This is an optimization exercise on Yosys and OpenROAD, whose aim is small area, not a production implementation.
In this exercise RTL edits were held to simulation tests only and were not proved equivalent to the original.
No activity file was given, so power comes from the tool's default toggle rates.

==> inputs of run a <==
## spk_out
module spk_out (
    input  wire         clk,
    input  wire         rst_n,
    input  wire         soma_fire,
    input  wire [23:0]  neuron_id,
    input  wire         config_we,
    input  wire [58:0]  config_flit,
    output logic        config_full,
    input  wire         credit_in,
    output logic        flit_out_wr,
    output logic [58:0] flit_out,
    input  wire         dst_we,
    input  wire [3:0]   dst_waddr,
    input  wire [20:0]  dst_wdata,
    input  wire         dst_re,
    input  wire [3:0]   dst_raddr,
    output logic [20:0] dst_rdata
);
==> module spk_out, before the edit <==
module spk_out (
    input  wire         clk,
    input  wire         rst_n,
    input  wire         soma_fire,
    input  wire [23:0]  neuron_id,
    input  wire         config_we,
    input  wire [58:0]  config_flit,
    output logic        config_full,
    input  wire         credit_in,
    output logic        flit_out_wr,
    output logic [58:0] flit_out,
    input  wire         dst_we,
    input  wire [3:0]   dst_waddr,
    input  wire [20:0]  dst_wdata,
    input  wire         dst_re,
    input  wire [3:0]   dst_raddr,
    output logic [20:0] dst_rdata
);
    localparam int N = 15;    
    localparam int W = 57;    
    logic [20:0] tbl [0:15];
    logic [3:0]  taddr;       
    always_ff @(posedge clk) begin
        if (dst_we) tbl[dst_waddr] <= dst_wdata;
    end
    logic [15:0] tsel;
    logic        rsel;
    logic [20:0] rd_or;
    always_comb begin
        rd_or = rsel ? q[N-1][55:35] : 21'b0;
        for (int i = 0; i < 16; i++) begin
            tsel[i] = (taddr == 4'(i)) && !rsel;
            rd_or   = rd_or | (tsel[i] ? tbl[i] : 21'b0);
        end
    end
    assign dst_rdata = rd_or;
    logic [W-1:0] q   [0:N-1];
    logic [N-1:0] v;
    logic [N:0]   rdy;        
    logic         push;
    logic         pop;
    logic [W-1:0] din;
    logic         cfg_read;
    assign push     = soma_fire || config_we;
    assign cfg_read = (config_flit[58:56] == 3'b111);
    always_comb begin
        din[56]    = !soma_fire && cfg_read;
        din[55:38] = config_flit[55:38];
        din[37:35] = soma_fire ? 3'b000 :
                     (cfg_read ? config_flit[37:35] : config_flit[58:56]);
        din[34:24] = soma_fire ? 11'b0 : config_flit[34:24];
        din[23:0]  = soma_fire ? neuron_id : config_flit[23:0];
    end
    always_comb begin
        rdy[N] = pop;
        for (int i = N - 1; i >= 0; i--) rdy[i] = !v[i] || rdy[i+1];
    end
    always_ff @(posedge clk) begin
        if (rdy[0]) q[0] <= din;
        for (int i = 1; i < N; i++) begin
            if (rdy[i]) q[i] <= q[i-1];
        end
    end
    always_ff @(posedge clk or negedge rst_n) begin
        if (!rst_n) begin
            v <= '0;
        end else begin
            if (rdy[0]) v[0] <= push;
            for (int i = 1; i < N; i++) begin
                if (rdy[i]) v[i] <= v[i-1];
            end
        end
    end
    assign config_full = &v;
    logic [W-1:0] head;
    logic [3:0]   owed;       
    logic         head_read;
    logic [20:0]  route;
    assign head      = q[N-1];
    assign head_read = head[56];
    assign route     = dst_rdata;
    assign rsel      = v[N-1] && head_read;
    assign flit_out_wr = v[N-1] && (owed != 4'd15);
    assign flit_out    = {head_read ? 3'b111 : head[37:35],
                          route,
                          head[34:0]};
    assign pop         = flit_out_wr && (head_read || !route[0]);
    always_ff @(posedge clk or negedge rst_n) begin
        if (!rst_n) begin
            taddr <= 4'd0;
        end else if (dst_re) begin
            taddr <= dst_raddr;
        end else if (pop || !v[N-1]) begin
            taddr <= 4'd0;
        end else if (flit_out_wr) begin
            taddr <= taddr + 4'd1;
        end
    end
    always_ff @(posedge clk or negedge rst_n) begin
        if (!rst_n) begin
            owed <= 4'd0;
        end else if (credit_in && !flit_out_wr) begin
            owed <= owed - 4'd1;
        end else if (!credit_in && flit_out_wr) begin
            owed <= owed + 4'd1;
        end
    end
endmodule
export LEC_CHECK = 0
export CAP_MARGIN = 20
export CORE_MARGIN = 2
export CORE_UTILIZATION = 60
export SLEW_MARGIN = 20
create_clock -name core_clock -period 5.0 [get_ports {clk}]
standard.sh (not shown) runs the stock make flow with config.mk's settings and CLKGATE_MAP_FILE= SYNTH_SCRIPT=/design/flow/synth_recipe.tcl, a recipe that flattens the netlist after the stock synthesis.
==> flow/flow/run.sh <==
#!/bin/bash
# Standard ORFS layout (standard.sh, unchanged synthesis, floorplan, power
# grid and routing) with three settings changed:
#  - ports are buffered with the smallest buffer, buf_1;
#  - buffers that abc inserted during synthesis are removed at floorplan,
#    so repair_design sizes the fanout buffering itself;
#  - clock tree synthesis uses clkbuf_8 with sink clusters of up to 20
#    flip-flops and no dummy loads.
# make's full output goes to make_finish.log; ORFS writes each step's log
# under orfs/logs.
set -euo pipefail
export BUFFER_PORTS_ARGS="-buffer_cell sky130_fd_sc_hd__buf_1"
export REMOVE_ABC_BUFFERS=1
export CTS_ARGS="-sink_clustering_enable -repair_clock_nets -dont_use_dummy_load -buf_list sky130_fd_sc_hd__clkbuf_4 -sink_clustering_size 12 -sink_clustering_max_diameter 40"
bash standard.sh > make_finish.log 2>&1
==> run b: changes against run a <==
--- a/flow/design.v
+++ b/flow/design.v
@@ -91,5 +91,5 @@
     end
     always_comb begin
-        rdy[N] = pop;
+        rdy[N] = done;
         for (int i = N - 1; i >= 0; i--) rdy[i] = !v[i] || rdy[i+1];
     end
@@ -110,5 +110,6 @@
         end
     end
-    assign config_full = &v;
+    logic done;
+    assign config_full = &v && !done;
     logic [W-1:0] head;
     logic [3:0]   owed;       
@@ -119,5 +120,5 @@
     assign route     = dst_rdata;
     assign rsel      = v[N-1] && head_read;
-    assign flit_out_wr = v[N-1] && (owed != 4'd15);
+    assign flit_out_wr = v[N-1] && !done && (owed != 4'd15);
     assign flit_out    = {head_read ? 3'b111 : head[37:35],
                           route,
@@ -129,8 +130,15 @@
         end else if (dst_re) begin
             taddr <= dst_raddr;
-        end else if (pop || !v[N-1]) begin
+        end else if (pop || done || !v[N-1]) begin
             taddr <= 4'd0;
         end else if (flit_out_wr) begin
             taddr <= taddr + 4'd1;
+        end
+    end
+    always_ff @(posedge clk or negedge rst_n) begin
+        if (!rst_n) begin
+            done <= 1'b0;
+        end else begin
+            done <= pop;
         end
     end
--- a/flow/flow/run.sh
+++ b/flow/flow/run.sh
@@ -12,4 +12,4 @@
 export BUFFER_PORTS_ARGS="-buffer_cell sky130_fd_sc_hd__buf_1"
 export REMOVE_ABC_BUFFERS=1
-export CTS_ARGS="-sink_clustering_enable -repair_clock_nets -dont_use_dummy_load -buf_list sky130_fd_sc_hd__clkbuf_4 -sink_clustering_size 12 -sink_clustering_max_diameter 40"
+export CTS_ARGS="-sink_clustering_enable -repair_clock_nets -dont_use_dummy_load -buf_list sky130_fd_sc_hd__clkbuf_8 -sink_clustering_size 20 -sink_clustering_max_diameter 60"
 bash standard.sh > make_finish.log 2>&1
CORE_UTILIZATION = 70   (was 60)
GPL_ROUTABILITY_DRIVEN = 0   (was default)
GPL_TIMING_DRIVEN = 0   (was default)
==> run c: changes against run a <==
--- a/flow/design.v
+++ b/flow/design.v
@@ -62,15 +62,5 @@
         if (dst_we) tbl[dst_waddr] <= dst_wdata;
     end
-    logic [15:0] tsel;
-    logic        rsel;
-    logic [20:0] rd_or;
-    always_comb begin
-        rd_or = rsel ? q[N-1][55:35] : 21'b0;
-        for (int i = 0; i < 16; i++) begin
-            tsel[i] = (taddr == 4'(i)) && !rsel;
-            rd_or   = rd_or | (tsel[i] ? tbl[i] : 21'b0);
-        end
-    end
-    assign dst_rdata = rd_or;
+    assign dst_rdata = tbl[taddr];
     logic [W-1:0] q   [0:N-1];
     logic [N-1:0] v;
@@ -112,5 +102,5 @@
     assign config_full = &v;
     logic [W-1:0] head;
-    logic [3:0]   owed;       
+    logic [3:0]   credit;
     logic         head_read;
     logic [20:0]  route;
@@ -118,8 +108,7 @@
     assign head_read = head[56];
     assign route     = dst_rdata;
-    assign rsel      = v[N-1] && head_read;
-    assign flit_out_wr = v[N-1] && (owed != 4'd15);
+    assign flit_out_wr = v[N-1] && (credit != 4'd0);
     assign flit_out    = {head_read ? 3'b111 : head[37:35],
-                          route,
+                          head_read ? head[55:35] : route,
                           head[34:0]};
     assign pop         = flit_out_wr && (head_read || !route[0]);
@@ -137,9 +126,9 @@
     always_ff @(posedge clk or negedge rst_n) begin
         if (!rst_n) begin
-            owed <= 4'd0;
+            credit <= 4'd15;
         end else if (credit_in && !flit_out_wr) begin
-            owed <= owed - 4'd1;
+            credit <= credit + 4'd1;
         end else if (!credit_in && flit_out_wr) begin
-            owed <= owed + 4'd1;
+            credit <= credit - 4'd1;
         end
     end
==> flow/run.sh (new file) <==
#!/bin/bash
# synth_recipe.tcl (not shown) runs the flow's synth.tcl, then flattens the netlist and writes it again
# the make line also repeats each setting of config.mk as NAME=value (left out here)
make -C /OpenROAD-flow-scripts/flow DESIGN_CONFIG=/design/flow/config.mk WORK_HOME=/design/flow/orfs CLKGATE_MAP_FILE= SYNTH_SCRIPT=/design/flow/synth_recipe.tcl finish
CORE_UTILIZATION = 40   (was 60)
removed: flow/flow/run.sh
removed: flow/standard.sh
==> comparison table <==
Syn avg cell area: run c 25.7 um^2; run b 22.7 um^2; run a 22.4 um^2
Area share of the largest cell type after synthesis: run c 88.0%; run b 89.4%; run a 89.3%
Area delta synth->final: run c 17.9%; run b 8.92%; run a 7.69%
Post-Synth Adder-Cell Area: run c 0.172%; run b 0.269%; run a 0.269%
Smallest hold slack: run c 0.388 ns; run b 0.301 ns; run a 0.234 ns
Max incr delay on CP: run c 0.62 ns; run b 0.64 ns; run a 0.77 ns
Total internal power: run c 23800 uW; run b 18800 uW; run a 19300 uW
Number of flip-flops and latches: run c 1214; run b 1215; run a 1214
WL met2: run c 31.0 mm; run b 30.6 mm; run a 31.0 mm
Post-Route M1 WL: run c 26.6 mm; run b 25.7 mm; run a 28.8 mm
Outcome: run c finished clean; run b finished clean; run a finished clean
Number of multi-input combinational cells: run c 286; run b 439; run a 462
Setup clock skew after layout: run c 0.0474 ns; run b 0.0423 ns; run a 0.0720 ns
Worst Hold Class: run c reg -> reg; run b in -> async; run a in -> reg
Number of buffers created by CTS: run c 114; run b 71; run a 139
Cell with the largest stage delay on the worst path: run c sky130_fd_sc_hd__dfrtp_4; run b sky130_fd_sc_hd__nor3_2; run a sky130_fd_sc_hd__dfrtp_1
Critical hold path startpoint: run c q[4][53]$_DFFE_PP_; run b -; run a config_flit[39]
Slew headroom: run c 39.5%; run b 44.1%; run a 32.3%
Hold EP: run c q[5][53]$_DFFE_PP_; run b -; run a q[0][39]$_DFFE_PP_
Source of the critical timing path: run c taddr[0]$_DFFE_PN0P_; run b taddr[1]$_DFFE_PN0P_; run a taddr[3]$_DFFE_PN0P_
Total area of multi-input combinational cells: run c 0.00385 mm^2; run b 0.00325 mm^2; run a 0.00319 mm^2
Post-synthesis compound-gate area fraction: run c 0.554%; run b 3.65%; run a 3.93%
XOR/XNOR Fraction of Synth Area: run c 0.129%; run b 0.131%; run a 0.0875%
Filler cell count: run c 8094; run b 2952; run a 4398
Cell depth of the worst flop-to-flop path: run c 8; run b 7; run a 8

[static timing again, ports no longer ideal]
The results above use ideal ports. As a check the final layouts listed here were re-extracted and re-timed, cells and wires unchanged.
Step 1 assumes that a clkbuf_16 drives the clock port and a buf_2 every other input.
Step 2 times the ports against the registers' clock, not the clock port: input delays grow and output delays shrink by t, the midpoint of the rising clock arrivals with the driver on.
Slacks: ideal ports / drivers / drivers and shift; pairs: ideal ports / drivers.
run | t, ns | slack for setup (ns) | worst setup path after step 2 | worst register clock-pin slew, ns | cell pins on the clock port's net
run a | 0.972 | 0.500 / 0.440 / 1.052 | register to register | 0.12 / 0.12 | 1
run b | 0.722 | 0.422 / 0.362 / 1.084 | register to output | 0.12 / 0.12 | 1
run c | 0.724 | 0.379 / 0.319 / 1.043 | register to output | 0.07 / 0.07 | 1
After both steps every run listed still meets setup and hold.
